This design comes from an exercise in tuning for small area on the open sky130 flow, not from production work.
Function was checked by simulation only, so behaviour that the tests miss may differ from the original.
Power is estimated from default activity; no workload was simulated. No driver is modelled on the clock port, so clocking that relies on it looks cheaper here than on a real chip.

==> flow/config.mk <==
export PLATFORM = sky130hd
export DESIGN_NAME = fpu_lite
export DESIGN_NICKNAME = fpu_lite
export VERILOG_FILES = /design/flow/design.v
export SDC_FILE = /design/flow/constraint.sdc
export NUM_CORES = 4
export LEC_CHECK = 0
export CAP_MARGIN = 20
export CORE_MARGIN = 2
export CORE_UTILIZATION = 60
export CTS_CLUSTER_DIAMETER = 100
export CTS_CLUSTER_SIZE = 30
export GPL_TIMING_DRIVEN = 1
export SETUP_SLACK_MARGIN = 0.3
export SLEW_MARGIN = 20
export SYNTH_HIERARCHICAL = 1
export SYNTH_MINIMUM_KEEP_SIZE = 0
==> flow/constraint.sdc <==
create_clock -name core_clock -period 4.5 [get_ports {clk_i}]
set_input_delay 0.9000 -clock core_clock [delete_from_list [all_inputs] [get_ports {clk_i}]]
set_output_delay 0.9000 -clock core_clock [all_outputs]
set_load 0.01 [all_outputs]
==> flow/design.v <==
`timescale 1ns/10ps
module fpu_lite (
  input  logic        clk_i,
  input  logic        reset_i,
  input  logic        issue_valid_i,
  output logic        issue_ready_o,
  input  logic [31:0] issue_instr_i,
  input  logic [31:0] issue_int_op_i,
  output logic        issue_accept_o,
  output logic        result_valid_o,
  input  logic        result_ready_i,
  output logic [31:0] result_data_o,
  output logic [4:0]  result_rd_o,
  output logic        result_we_o
);
  logic p_q;
  always_ff @(posedge clk_i) p_q <= ~(p_q | reset_i);
  logic [4:0] rd, rs1, rs2;
  logic [2:0] f3;
  logic [4:0] f7hi;
  assign rd   = issue_instr_i[11:7];
  assign f3   = issue_instr_i[14:12];
  assign rs1  = issue_instr_i[19:15];
  assign rs2  = issue_instr_i[24:20];
  assign f7hi = issue_instr_i[31:27];
  logic base_ok, dec_sgnj, dec_mvxw, dec_mvwx;
  assign base_ok  = (issue_instr_i[6:0] == 7'b1010011) && (issue_instr_i[26:25] == 2'b00);
  assign dec_sgnj = (f7hi == 5'b00100) && (f3[2] == 1'b0) && (f3[1:0] != 2'b11);
  assign dec_mvxw = (f7hi == 5'b11100) && (f3 == 3'b000) && (rs2 == 5'b0);
  assign dec_mvwx = (f7hi == 5'b11110) && (f3 == 3'b000) && (rs2 == 5'b0);
  assign issue_accept_o = base_ok && (dec_sgnj || dec_mvxw || dec_mvwx);
  logic is_wx, is_xw, is_sgnj;
  assign is_wx   = issue_instr_i[28];
  assign is_xw   = issue_instr_i[31] & ~issue_instr_i[28];
  assign is_sgnj = ~issue_instr_i[31];
  logic       ex_valid_q, ex_xw_q;
  logic [4:0] ex_rd_q;
  logic       res_valid_q, res_xw_q;
  logic [4:0] res_rd_q;
  logic advance, fire, fire_fp;
  assign advance = ~res_valid_q | result_ready_i;
  assign fire    = issue_valid_i & issue_accept_o & advance;
  logic wr_sgnj, wr_mvwx;
  assign wr_sgnj = (f7hi == 5'b00100) & ~f3[2] & ~(f3[1] & f3[0]);
  assign wr_mvwx = (f7hi == 5'b11110) & (f3 == 3'b000) & (rs2 == 5'b0);
  assign fire_fp = issue_valid_i & advance & base_ok & (wr_sgnj | wr_mvwx);
  assign issue_ready_o = advance;
  always_ff @(posedge clk_i) begin
    if (reset_i) begin
      ex_valid_q    <= 1'b0;
      res_valid_q   <= 1'b0;
    end else if (advance) begin
      ex_valid_q    <= issue_valid_i & issue_accept_o;
      res_valid_q   <= ex_valid_q;
    end
  end
  always_ff @(posedge clk_i) begin
    if (advance) begin
      ex_xw_q  <= is_xw;
      ex_rd_q  <= rd;
      res_xw_q <= ex_xw_q;
      res_rd_q <= ex_rd_q;
    end
  end
  logic [31:0][31:0] rf_q;
  logic [31:0]       ex_q;
  logic [1:0][31:0] rsel_h, rnsel_h;
  logic [3:0]       wlo;
  logic [7:0]       whi;
  logic [3:0]       wlo_n;
  logic [7:0]       whi_n;
  fpu_lite_predec i_wpre (.a(rd), .en(fire_fp), .force1(reset_i), .lo(wlo), .hi(whi),
                          .lo_n(wlo_n), .hi_n(whi_n));
  for (genvar h = 0; h < 2; h++) begin : gen_half
    fpu_lite_rowdec i_rowdec (.lo(wlo), .hi(whi), .lo_n(wlo_n), .hi_n(whi_n),
                              .sel(rsel_h[h]), .nsel(rnsel_h[h]));
  end
  logic [31:0]      cln;
  logic [3:0][31:0] col_h;
  logic             nreset;
  assign nreset = ~reset_i;
  for (genvar q = 0; q < 4; q++) begin : gen_quarter
    for (genvar j = 0; j < 32; j++) begin : gen_col
      fpu_lite_nand2 i_col (.a(cln[j]), .b(nreset), .y(col_h[q][j]));
    end
  end
  logic [31:0][31:0] rf_d;
  for (genvar k = 0; k < 32; k++) begin : gen_rf_row
    for (genvar j = 0; j < 32; j++) begin : gen_rf_bit
      fpu_lite_oai22 i_cell (.a0(rnsel_h[j / 16][k]), .a1(col_h[k / 8][j]), .b0(rf_q[k][j]),
                             .b1(rsel_h[j / 16][k]), .y(rf_d[k][j]));
    end
  end
  always_ff @(posedge clk_i) rf_q <= rf_d;
  logic [1:0][31:0] sel1_h;
  logic [3:0]       rlo;
  logic [7:0]       rhi;
  logic [3:0]       rlo_n;
  logic [7:0]       rhi_n;
  fpu_lite_predec i_rpre (.a(rs1), .en(~is_wx), .force1(1'b0), .lo(rlo), .hi(rhi),
                          .lo_n(rlo_n), .hi_n(rhi_n));
  for (genvar h = 0; h < 2; h++) begin : gen_sel1
    fpu_lite_seldec i_seldec (.lo_n(rlo_n), .hi_n(rhi_n), .sel(sel1_h[h]));
  end
  logic [31:0] ip;
  assign ip = issue_int_op_i ^ {32{p_q}};
  logic [31:0] raw1n;
  for (genvar j = 0; j < 32; j++) begin : gen_rd_bit
    logic [32:0] rsel;
    assign rsel = {is_wx, sel1_h[j / 16]};
    logic [32:0] rv;
    logic [10:0] g;
    logic [2:0]  n;
    for (genvar k = 0; k < 32; k++) begin : gen_rv
      assign rv[k] = rf_q[k][j];
    end
    assign rv[32] = ip[j];
    for (genvar m = 0; m < 11; m++) begin : gen_g
      fpu_lite_aoi222 i_g (.a0(rsel[3*m]), .b0(rv[3*m]), .a1(rsel[3*m+1]), .b1(rv[3*m+1]),
                           .a2(rsel[3*m+2]), .b2(rv[3*m+2]), .y(g[m]));
    end
    fpu_lite_nand4 i_n0 (.a(g[0]), .b(g[1]), .c(g[2]),  .d(g[3]),  .y(n[0]));
    fpu_lite_nand4 i_n1 (.a(g[4]), .b(g[5]), .c(g[6]),  .d(g[7]),  .y(n[1]));
    fpu_lite_nand3 i_n2 (.a(g[8]), .b(g[9]), .c(g[10]), .y(n[2]));
    fpu_lite_nor3  i_o  (.a(n[0]), .b(n[1]), .c(n[2]), .y(raw1n[j]));
  end
  logic [31:0] sgn_col;
  always_comb begin
    for (int k = 0; k < 32; k++) sgn_col[k] = rf_q[k][31];
  end
  logic raw2;
  assign raw2 = sgn_col[rs2];
  logic op_j, op_jn, op_x, t0n, t1n;
  assign op_j  = is_sgnj & ~f3[1] & ~f3[0];
  assign op_jn = is_sgnj & ~f3[1] &  f3[0];
  assign op_x  = is_sgnj &  f3[1];
  assign t0n = ~((op_j & raw2) | (op_jn & ~raw2) | (op_x & (raw2 ^ p_q)));
  assign t1n = ~((op_j & raw2) | (op_jn & ~raw2) | (op_x & ~(raw2 ^ p_q)) | ~is_sgnj);
  assign cln[30:0] = raw1n[30:0];
  fpu_lite_mux2 i_sgn (.s(raw1n[31]), .a(t0n), .b(t1n), .y(cln[31]));
  logic hold, load;
  assign hold = res_valid_q & ~result_ready_i;
  assign load = ~hold;
  logic [31:0] res_q, ex_d, res_d;
  for (genvar j = 0; j < 32; j++) begin : gen_pipe_bit
    fpu_lite_oai22 i_ex  (.a0(hold), .a1(col_h[0][j]), .b0(ex_q[j]), .b1(load), .y(ex_d[j]));
    fpu_lite_oai22 i_res (.a0(hold), .a1(ex_q[j]), .b0(res_q[j]), .b1(load), .y(res_d[j]));
  end
  always_ff @(posedge clk_i) begin
    ex_q  <= ex_d;
    res_q <= res_d;
  end
  assign result_valid_o = res_valid_q;
  assign result_data_o  = res_q ^ {32{p_q}};
  assign result_rd_o    = res_rd_q;
  assign result_we_o    = res_xw_q;
endmodule
module fpu_lite_predec (input logic [4:0] a, input logic en, force1,
                        output logic [3:0] lo, output logic [7:0] hi,
                        output logic [3:0] lo_n, output logic [7:0] hi_n);
  for (genvar i = 0; i < 4; i++) begin : gen_lo
    assign lo[i]   = force1 | (en & (a[1:0] == i));
    assign lo_n[i] = ~lo[i];
  end
  for (genvar i = 0; i < 8; i++) begin : gen_hi
    assign hi[i]   = force1 | (a[4:2] == i);
    assign hi_n[i] = ~hi[i];
  end
endmodule
module fpu_lite_rowdec (input logic [3:0] lo, lo_n, input logic [7:0] hi, hi_n,
                        output logic [31:0] sel, nsel);
  for (genvar k = 0; k < 32; k++) begin : gen_row
    assign sel[k]  = ~(lo_n[k % 4] | hi_n[k / 4]);
    assign nsel[k] = ~(lo[k % 4] & hi[k / 4]);
  end
endmodule
module fpu_lite_seldec (input logic [3:0] lo_n, input logic [7:0] hi_n, output logic [31:0] sel);
  for (genvar k = 0; k < 32; k++) begin : gen_sel
    assign sel[k] = ~(lo_n[k % 4] | hi_n[k / 4]);
  end
endmodule
module fpu_lite_nand2 (input logic a, b, output logic y);
  assign y = ~(a & b);
endmodule
module fpu_lite_nor3 (input logic a, b, c, output logic y);
  assign y = ~(a | b | c);
endmodule
module fpu_lite_mux2 (input logic s, a, b, output logic y);
  assign y = s ? a : b;
endmodule
module fpu_lite_oai22 (input logic a0, a1, b0, b1, output logic y);
  assign y = ~((a0 | a1) & (b0 | b1));
endmodule
module fpu_lite_aoi222 (input logic a0, b0, a1, b1, a2, b2, output logic y);
  assign y = ~((a0 & b0) | (a1 & b1) | (a2 & b2));
endmodule
module fpu_lite_aoi22 (input logic a0, b0, a1, b1, output logic y);
  assign y = ~((a0 & b0) | (a1 & b1));
endmodule
module fpu_lite_nand4 (input logic a, b, c, d, output logic y);
  assign y = ~(a & b & c & d);
endmodule
module fpu_lite_nand3 (input logic a, b, c, output logic y);
  assign y = ~(a & b & c);
endmodule
==> flow/flow/run.sh <==
#!/bin/bash
set -euo pipefail
bash standard.sh synth > log_synth.txt 2>&1
export BUFFER_PORTS_ARGS="-buffer_cell sky130_fd_sc_hd__buf_1"
export CTS_ARGS="-sink_clustering_enable -repair_clock_nets -sink_clustering_size 30 -sink_clustering_max_diameter 100 -dont_use_dummy_load"
bash standard.sh floorplan > log_floorplan.txt 2>&1
bash standard.sh place > log_place.txt 2>&1
bash standard.sh cts > log_cts.txt 2>&1
bash standard.sh route > log_route.txt 2>&1
bash standard.sh finish > log_finish.txt 2>&1
test -f out/final.def
==> flow/standard.sh <==
#!/bin/bash
# synth_recipe.tcl (not shown) runs the flow's synth.tcl, then flattens the netlist and writes it again
# the make line also repeats each setting of config.mk as NAME=value (left out here)
make -C /OpenROAD-flow-scripts/flow DESIGN_CONFIG=/design/flow/config.mk WORK_HOME=/design/flow/orfs CLKGATE_MAP_FILE= SYNTH_SCRIPT=/design/flow/synth_recipe.tcl "${@:-finish}"
==> results of run 1 <==
-- area by class of cell --
class                           instances  area, µm²
Multi-Input combinational cell       2061      13900
Tap cell                              782        978
Sequential cell                      1103      22200
Timing Repair Buffer                  256       1560
Inverter                               12       46.3
Clock buffer                           42       1050
Fill cell                            4760      20400
-- worst paths after layout --
| check | slack [ps] | start | endpoint |
|---|---|---|---|
| setup / recovery | 450 | issue_instr_i[15] | rf_q[187]$_DFF_P_ |
| hold / removal | 430 | ex_rd_q[4]$_DFFE_PN_ | res_rd_q[4]$_DFFE_PN_ |
| setup reg to reg | 1320 | p_q$_DFF_P_ | rf_q[187]$_DFF_P_ |
| hold reg to reg | 430 | ex_rd_q[4]$_DFFE_PN_ | res_rd_q[4]$_DFFE_PN_ |
-- layer usage --
layer | global-route usage [%] | share of wire (%) | routed length, µm | up-vias
li1 | - | - | - | 14200
met1 | 51.3 | 42 | 49400 | 15900
met2 | 52.2 | 43 | 49800 | 2062
met3 | 11.0 | 13 | 15500 | 152
met4 | 5.89 | 1.4 | 1640 | 2
met5 | 0 | 0.011 | 13 | -
-- flip-flops by register name (all words and copies together), names as in the netlist --
signal	count
rf_q	1024
p_q	1
res_q	32
ex_q	32
ex_rd_q	5
ex_valid_q	1
ex_xw_q	1
res_rd_q	5
res_valid_q	1
res_xw_q	1
-- power groups by stage --
stage          logic (µW)  clock network [µW]  registers (µW)
4_1_cts              2680                4590           11800
5_1_grt              2960                4920           11900
6_report             2800                4540           11800
2_1_floorplan        1760                   0           11800
3_5_place_dp         2680                   0           12000
3_3_place_gp         2580                   0           11900
-- stage by stage --
stage / hold slack, ps / setup WS, ps
after floorplan: 400 / 957
after global routing: 436 / 399
after global placement: 401 / 146
after detailed placement: 405 / 162
after CTS: 430 / 798
final: 430 / 455
-- cell usage in the layout, fill, tap and decap left out, types with 3 or more instances in the layout --
| cell type | instances |
|---|---|
| dfxtp_1 | 1090 |
| o22ai_1 | 1088 |
| a222oi_1 | 352 |
| nand2_1 | 199 |
| buf_4 | 145 |
| nor2_1 | 119 |
| buf_1 | 107 |
| nand4_1 | 66 |
| xor2_1 | 64 |
| clkbuf_16 | 42 |
| nand3_1 | 33 |
| nor3_2 | 32 |
| nor2_2 | 19 |
| a21oi_1 | 16 |
| edfxtp_1 | 12 |
| inv_1 | 10 |
| a21o_1 | 7 |
| mux2i_1 | 6 |
| nor3_1 | 5 |
| mux4_1 | 5 |
| nor2b_1 | 4 |
| a31oi_2 | 4 |
| a31oi_1 | 4 |
| o21bai_1 | 3 |
| conb_1 | 3 |
| buf_12 | 3 |
==> impl_metrics.toml, run 1 <==
[run_status]
status = "timing/DRC/antenna clean"

[clock_tree]
cts_resized = 0
cts_made_buffers = 42
clockBufferDepth = 3
clk_latency_ps = 630
cts_setup_buffers = 0
clkSlewWorstSetupHoldPaths_ps = 120
root_buffer = "clkbuf_16"
cts_tree = "yes"
holdBufCountCts = 0
htree_levels = 2
cts_sinks = 1103

[place]
place_area_um2 = 38600
gp_congestion = 0.921
place_inst = 4212
dp_hpwl_um = 81600
io_buffers = 108

[routing]
vias = 32300
routed_via_density = 7.60
drc = 0
routed_wirelength_um = 116000
drt_iter0_drc = 5598
wl_per_cell_um = 27.3
ant_nets = 0
drt_pre_antenna_iters = 8

[power]
p_int_uw = 13800
vdd_drop_max_uv = 379
power_frac_clock_pct = 23.7
seqPwrFrac_pct = 61.7
p_total_uw = 19200
leakagePower_uw = 0.0141
pwr-share-comb_pct = 14.6
switching_share_pct = 27.7
powerDensity_nw_per_um2 = 482
power.switching_uw = 5310

[critical_path]
end_kind = "register"
critical_path_class = "input port to register"
critPathTopFamily = "simple AND/OR/NAND/NOR gates"
crit_path_max_fanout = 16
worstPathRequired_ps = 5040
path_buf_inv = 4
max_stage_delay_ps = 610
critPathArrivalTime_ps = 4590
path_depth = 11
startpoint_type = "input port"
path_cells = "buf_1 -> inv_1 -> a31oi_2 -> buf_12 -> nor2_1 -> buf_4 -> a222oi_1 -> nand4_1 -> nor3_2 -> nand2_1 -> o22ai_1"
cp_slowest_cell = "nor3_2"
r2r_cells = 6

[timing]
hold_viol = 0
tightest_slew_ps = 1130
timing.final.crit_share_pct = 89.9
fin_worst_skew_ps = 29.9
finalMaxSlewViolations = 0
fin_crit_ps = 4050
clock.fmax_mhz = 247
finalSetupViolations = 0
tns_ps = 0
relSlewSlack_pct = 24.3
rsz0062_at_grt = "no"

[global_route]
grt_pass1_wl_um = 176000
groute.usage.overall_pct = 35.2
grt_pass1_vias = 29700
grt_overflow = 0
antenna_found_initial = 1
grt_max_degree = 73

[synthesis]
synthCells = 3215
synth_area_um2 = 36300
avgSynthCellArea_um2 = 11.3
synth-warning-count = 7

[layout]
area_delta_synth_final_pct = 9.43
fin_cells = 4256
layout.nets = 3544
diodes = 0
layout-drive-gt1-share_pct = 7.63
stdcell_area_um2 = 39700
utilization_pct = 66.0

[floorplan]
die_h_um = 250
num_io_pins = 109
die_w_um = 250
coreArea_um2 = 60100
start_util_pct = 60.4
die-area_um2 = 62500
rows = 90

[job]
cap_viol_max_count = 0

[hold_path]
hold_class = "register to register"
hold_path_depth = 0
==> inputs of run 2 (changes only) <==
--- a/flow/design.v
+++ b/flow/design.v
@@ -65,5 +65,6 @@
   logic [31:0][31:0] rf_q;
   logic [31:0]       ex_q;
-  logic [1:0][31:0] rsel_h, rnsel_h;
+  logic [3:0][31:0] rsel_h;
+  logic [1:0][31:0] rnsel_h;
   logic [3:0]       wlo;
   logic [7:0]       whi;
@@ -72,7 +73,9 @@
   fpu_lite_predec i_wpre (.a(rd), .en(fire_fp), .force1(reset_i), .lo(wlo), .hi(whi),
                           .lo_n(wlo_n), .hi_n(whi_n));
+  for (genvar h = 0; h < 4; h++) begin : gen_wq
+    fpu_lite_seldec i_rowdec (.lo_n(wlo_n), .hi_n(whi_n), .sel(rsel_h[h]));
+  end
   for (genvar h = 0; h < 2; h++) begin : gen_half
-    fpu_lite_rowdec i_rowdec (.lo(wlo), .hi(whi), .lo_n(wlo_n), .hi_n(whi_n),
-                              .sel(rsel_h[h]), .nsel(rnsel_h[h]));
+    fpu_lite_nseldec i_nrowdec (.lo(wlo), .hi(whi), .nsel(rnsel_h[h]));
   end
   logic [31:0]      cln;
@@ -89,9 +92,9 @@
     for (genvar j = 0; j < 32; j++) begin : gen_rf_bit
       fpu_lite_oai22 i_cell (.a0(rnsel_h[j / 16][k]), .a1(col_h[k / 8][j]), .b0(rf_q[k][j]),
-                             .b1(rsel_h[j / 16][k]), .y(rf_d[k][j]));
+                             .b1(rsel_h[j / 8][k]), .y(rf_d[k][j]));
     end
   end
   always_ff @(posedge clk_i) rf_q <= rf_d;
-  logic [1:0][31:0] sel1_h;
+  logic [3:0][31:0] sel1_h;
   logic [3:0]       rlo;
   logic [7:0]       rhi;
@@ -100,5 +103,5 @@
   fpu_lite_predec i_rpre (.a(rs1), .en(~is_wx), .force1(1'b0), .lo(rlo), .hi(rhi),
                           .lo_n(rlo_n), .hi_n(rhi_n));
-  for (genvar h = 0; h < 2; h++) begin : gen_sel1
+  for (genvar h = 0; h < 4; h++) begin : gen_sel1
     fpu_lite_seldec i_seldec (.lo_n(rlo_n), .hi_n(rhi_n), .sel(sel1_h[h]));
   end
@@ -108,5 +111,5 @@
   for (genvar j = 0; j < 32; j++) begin : gen_rd_bit
     logic [32:0] rsel;
-    assign rsel = {is_wx, sel1_h[j / 16]};
+    assign rsel = {is_wx, sel1_h[j / 8]};
     logic [32:0] rv;
     logic [10:0] g;
@@ -168,8 +171,6 @@
   end
 endmodule
-module fpu_lite_rowdec (input logic [3:0] lo, lo_n, input logic [7:0] hi, hi_n,
-                        output logic [31:0] sel, nsel);
-  for (genvar k = 0; k < 32; k++) begin : gen_row
-    assign sel[k]  = ~(lo_n[k % 4] | hi_n[k / 4]);
+module fpu_lite_nseldec (input logic [3:0] lo, input logic [7:0] hi, output logic [31:0] nsel);
+  for (genvar k = 0; k < 32; k++) begin : gen_nsel
     assign nsel[k] = ~(lo[k % 4] & hi[k / 4]);
   end
--- a/flow/config.mk
+++ b/flow/config.mk
@@ -8,5 +8,5 @@
 export CAP_MARGIN = 20
 export CORE_MARGIN = 2
-export CORE_UTILIZATION = 60
+export CORE_UTILIZATION = 70
 export CTS_CLUSTER_DIAMETER = 100
 export CTS_CLUSTER_SIZE = 30
==> run 2 against run 1 <==
Still clean on timing, DRC and antenna. Cell area fell by 0.66%. Register-to-register slack got worse by 320 ps. Clock power barely moved. Worst setup slack got worse by 170 ps. First-iteration DRC count rose by 16%. Clock skew barely moved. Sequential share of layout area rose by 0.37 points. Wire length rose by 1.6%. Final cell count fell by 1.4%. Non-clock buffer count fell by 94. Clock-buffer cell count did not move. Sequential power barely moved. Critical endpoint is now rf_q[985]$_DFF_P_.
==> impl_metrics.toml, run 2 <==
[run_status]
status = "timing/DRC/antenna clean"

[layout]
layout.nets = 3578
layout-drive-gt1-share_pct = 4.48
largest_register = "rf_q"
nFillCells = 3671
largest_reg_flops = 1024
layout_common_cells = "dfxtp_1, o22ai_1, a222oi_1, nor2_1, nand2_1"
reg_top3 = "rf_q (1024), ex_q (32), res_q (32)"
area_delta_synth_final_pct = 6.62
final_common_cell = "dfxtp_1"
seqCellArea_um2 = 22200
diodes = 0
multiInputGateArea_um2 = 14400

[clock_tree]
htree_levels = 2
clk_latency_ps = 630
root_buffer = "clkbuf_16"
cts_sinks = 1103
cts_resized = 0
clkSlewWorstSetupHoldPaths_ps = 110
cts_made_buffers = 42
cts_tree = "yes"
holdBufCountCts = 0
clockBufferDepth = 3
cts_setup_buffers = 0

[timing]
finalMaxSlewViolations = 0
fin_worst_skew_ps = 30.2
clock.fmax_mhz = 237
timing.final.crit_share_pct = 93.7
finalSetupViolations = 0
tns_ps = 0
tightest_slew_ps = 1040
layout_setup_ws_ps = 281
relSlewSlack_pct = 30.6
hold_viol = 0
rsz0062_at_grt = "no"
fin_crit_ps = 4220

[critical_path]
worstPathRequired_ps = 5040
critical_path_class = "input port to register"
critPathArrivalTime_ps = 4760
startpoint_type = "input port"
crit_path_max_fanout = 26
end_kind = "register"

[global_route]
grt_pass1_wl_um = 178000
grt_overflow = 0
grt_pass1_vias = 30700
grt_max_degree = 65
groute.usage.overall_pct = 41.5
antenna_found_initial = 2

[hold_path]
hold_class = "register to register"

[job]
cap_viol_max_count = 0

[power]
leakagePower_uw = 0.0139
powerDensity_nw_per_um2 = 486
vdd_drop_max_uv = 443

[place]
dp_hpwl_um = 84700
place_ws_ps = 67.1
io_buffers = 108
gp_congestion = 0.995

[floorplan]
coreArea_um2 = 52400
die_w_um = 234
rows = 84
die-area_um2 = 54700
start_util_pct = 70.6
num_io_pins = 109
die_h_um = 234

[routing]
routed_wirelength_um = 118000
drc = 0
ant_nets = 0
drt_pre_antenna_iters = 12
routed_via_density = 7.92
vias = 33200
wl_per_cell_um = 28.2
drt_iter0_drc = 6517

[synthesis]
synthCells = 3359
synth_area_um2 = 37000
synth-warning-count = 7
avgSynthCellArea_um2 = 11.0
## run 2: final cells by class
class | instances | area share [%]
sequential | 1103 | 56.3
tap | 688 | 2.18
multi-input combinational | 2189 | 36.5
timing repair buffer | 162 | 2.25
clock buffer | 42 | 2.66
inverter | 12 | 0.117
## run 2: final timing paths
| kind | from | to | slack [ps] | cells past startpoint |
|---|---|---|---|---|
| setup / recovery | issue_instr_i[15] | rf_q[985]$_DFF_P_ | 280 | 10 |
| hold / removal | ex_rd_q[4]$_DFFE_PN_ | res_rd_q[4]$_DFFE_PN_ | 440 | 0 |
| setup reg to reg | p_q$_DFF_P_ | rf_q[895]$_DFF_P_ | 1000 | 7 |
| hold reg to reg | ex_rd_q[4]$_DFFE_PN_ | res_rd_q[4]$_DFFE_PN_ | 440 | 0 |
## run 2: power breakdown
group          switching [µW]  total, µW  internal [µW]
Sequential                755      11800          11100
Clock                    2850       4550           1700
Combinational            1790       2800           1010
Total                    5400      19200          13800
## run 2: worst max-delay path, stage by stage
cell      delay (ps)
buf_1            470
inv_1            400
a31oi_4          290
buf_12           300
nor2_1           210
a222oi_1         530
nand4_1          300
nor3_2           620
nand2_1          420
o22ai_1          270
## run 2: metal layers
| layer | share of wire (%) | vias up | wire, µm | track usage (%) |
|---|---|---|---|---|
| met5 | 0.021 | - | 25 | 0 |
| met4 | 2.9 | 4 | 3470 | 12.2 |
| met3 | 15 | 298 | 17400 | 12.4 |
| met2 | 42 | 2504 | 49600 | 60.3 |
| met1 | 40 | 16000 | 47700 | 59.9 |
| li1 | - | 14400 | - | - |
## run 2: stage by stage
step	area, µm²	utilization, %	total power [µW]	hold slack [ps]	instances
floorplan	37000	-	13600	400	3361
global placement	38400	73.2	14500	402	4154
detailed placement	38400	73.2	14700	413	4154
CTS	39500	75.2	19000	438	4196
global route	39500	75.2	19800	452	4196
finish	39500	75.2	19200	439	4196
==> inputs of run 3 (changes only) <==
==> flow/run.sh (new file) <==
#!/bin/bash
# synth_recipe.tcl (not shown) runs the flow's synth.tcl, then flattens the netlist and writes it again
# the make line also repeats each setting of config.mk as NAME=value (left out here)
make -C /OpenROAD-flow-scripts/flow DESIGN_CONFIG=/design/flow/config.mk WORK_HOME=/design/flow/orfs CLKGATE_MAP_FILE= SYNTH_SCRIPT=/design/flow/synth_recipe.tcl finish
removed: flow/flow/run.sh
removed: flow/standard.sh
==> run 3 against run 2 <==
Clock-buffer cell count grew 6. Final cell count grew 0.93%. Sequential share of layout area shrank 1.5 points. Sequential cell count is the same. Global-route usage grew 0.20 points. Cell area grew 2.7%. Combinational power grew 3%. Clock skew shrank 13 ps. Area after synthesis is the same. Critical path type unchanged. Largest cell class unchanged.
==> impl_metrics.toml, run 3 <==
[run_status]
status = "timing/DRC/antenna clean"

[routing]
vias = 33600
drt_pre_antenna_iters = 13
drt_iter0_drc = 6752
drc = 0
wl_per_cell_um = 28.0
ant_nets = 0
routed_via_density = 7.93
routed_wirelength_um = 119000

[critical_path]
startpoint_type = "input port"
critPathArrivalTime_ps = 4760
critical_path_class = "input port to register"
end_kind = "register"
worstPathRequired_ps = 5040
crit_path_max_fanout = 31

[place]
gp_congestion = 0.995
io_buffers = 108
dp_hpwl_um = 82400
place_area_um2 = 39400

[clock_tree]
cts_made_buffers = 42
holdBufCountCts = 0
cts_tree = "yes"
root_buffer = "clkbuf_16"
cts_resized = 0
htree_levels = 2
cts_sinks = 1103
cts_setup_buffers = 0
clk_latency_ps = 630
clockBufferDepth = 3
clkSlewWorstSetupHoldPaths_ps = 110

[layout]
reg_top3 = "rf_q (1024), ex_q (32), res_q (32)"
stdcell_area_um2 = 40500
utilization_pct = 77.3
layout_common_cells = "dfxtp_1, o22ai_1, a222oi_1, nor2_1, nand2_1"
multiInputGateArea_um2 = 14400
layout-drive-gt1-share_pct = 5.41
area_delta_synth_final_pct = 9.54
largest_register = "rf_q"
seqCellArea_um2 = 22200
layout.nets = 3609
largest_reg_flops = 1024
nFillCells = 3397
final_common_cell = "dfxtp_1"

[floorplan]
rows = 84
coreArea_um2 = 52400
num_io_pins = 109
die_w_um = 234
die_h_um = 234
die-area_um2 = 54700
start_util_pct = 70.6

[timing]
timing.final.crit_share_pct = 93.7
rsz0062_at_grt = "no"
fin_crit_ps = 4220
fin_worst_skew_ps = 17.0
finalSetupViolations = 0
clock.fmax_mhz = 237
finalMaxSlewViolations = 0
relSlewSlack_pct = 36.0
tightest_slew_ps = 959
hold_viol = 0
tns_ps = 0
whs_ps = 433

[global_route]
grt_max_degree = 129
grt_pass1_vias = 30700
grt_overflow = 0
grt_pass1_wl_um = 180000
antenna_found_initial = 0
groute.usage.overall_pct = 41.7

[synthesis]
synth_area_um2 = 37000
synth-warning-count = 7
synthCells = 3359
avgSynthCellArea_um2 = 11.0

[power]
p_total_uw = 19400
powerDensity_nw_per_um2 = 479
vdd_drop_max_uv = 462
leakagePower_uw = 0.0144

[hold_path]
hold_class = "register to register"

[job]
cap_viol_max_count = 0
==> run 3: metal layers <==
metal,wire [µm],vias up,track usage [%]
met1,46700,16200,58.9
met5,0,-,0
met3,17500,332,12.3
li1,-,14500,-
met2,50900,2577,62.3
met4,3540,0,12.0
==> run 3: layout make-up <==
class                           instances  share of cell area [%]
Antenna cell                            1                 0.00617
Clock buffer                           48                    2.81
Clock inverter                          1                  0.0216
Inverter                               12                   0.117
Multi-Input combinational cell       2189                    35.5
Sequential cell                      1103                    54.8
Tap cell                              688                    2.12
Timing Repair Buffer                  193                    4.61
==> run 3: stage by stage <==
stage | setup WS, ps | cells
after floorplan | 881 | 3361
after global placement | 153 | 4185
after detailed placement | 35.6 | 4185
after CTS | 442 | 4234
after global routing | 306 | 4234
final | 283 | 4235
==> run 3: path summary, 6_finish.rpt <==
| kind | from | to | slack [ps] | cells after the start |
|---|---|---|---|---|
| worst min register to register | ex_xw_q$_DFFE_PN_ | res_xw_q$_DFFE_PN_ | 430 | 0 |
| worst min-delay path | ex_xw_q$_DFFE_PN_ | res_xw_q$_DFFE_PN_ | 430 | 0 |
| worst max register to register | p_q$_DFF_P_ | rf_q[63]$_DFF_P_ | 1180 | 7 |
| worst max-delay path | issue_instr_i[15] | rf_q[2]$_DFF_P_ | 280 | 10 |
==> run 3: critical path: stages <==
cell and delay, ps:
clkdlybuf4s50_1 600, inv_1 160, a31oi_4 210, buf_12 310, nor2_1 210, a222oi_1 550
nand4_1 390, nor3_2 670, nand2_1 400, o22ai_1 300
==> run 3: where the power goes <==
group          internal, µW  switching (µW)  total (µW)  leakage (µW)
clock                  1820            2860        4680      0.000563
sequential            11100             770       11900       0.00930
combinational          1100            1790        2890       0.00455

-- afterwards: timing with drivers on the ports --
In the flow no input, the clock included, has a driving cell. The finished layouts below were timed again as built, in two steps. Step 1 assumes that a clkbuf_16 drives the clock port and a buf_2 every other input. Step 2 also shifts input and output timing later by t, the mid clock arrival at the registers, as if the neighbouring blocks saw the same clock. a / b / c = ideal ports / drivers / drivers and shift; a / b = the first two.
run	t, ns	setup slack, ns	latest minus earliest clock arrival (ns)
run 1	0.675	0.455 / 0.493 / -0.182	0.035 / 0.036
run 2	0.683	0.281 / 0.307 / -0.376	0.031 / 0.031
run 3	0.687	0.283 / 0.300 / -0.366	0.020 / 0.020
Met with ideal ports but missed after step 2: setup timing in every run listed. The setup slack of run 2, which loses most, moves by +0.026 ns with the drivers and by -0.657 ns with both steps.
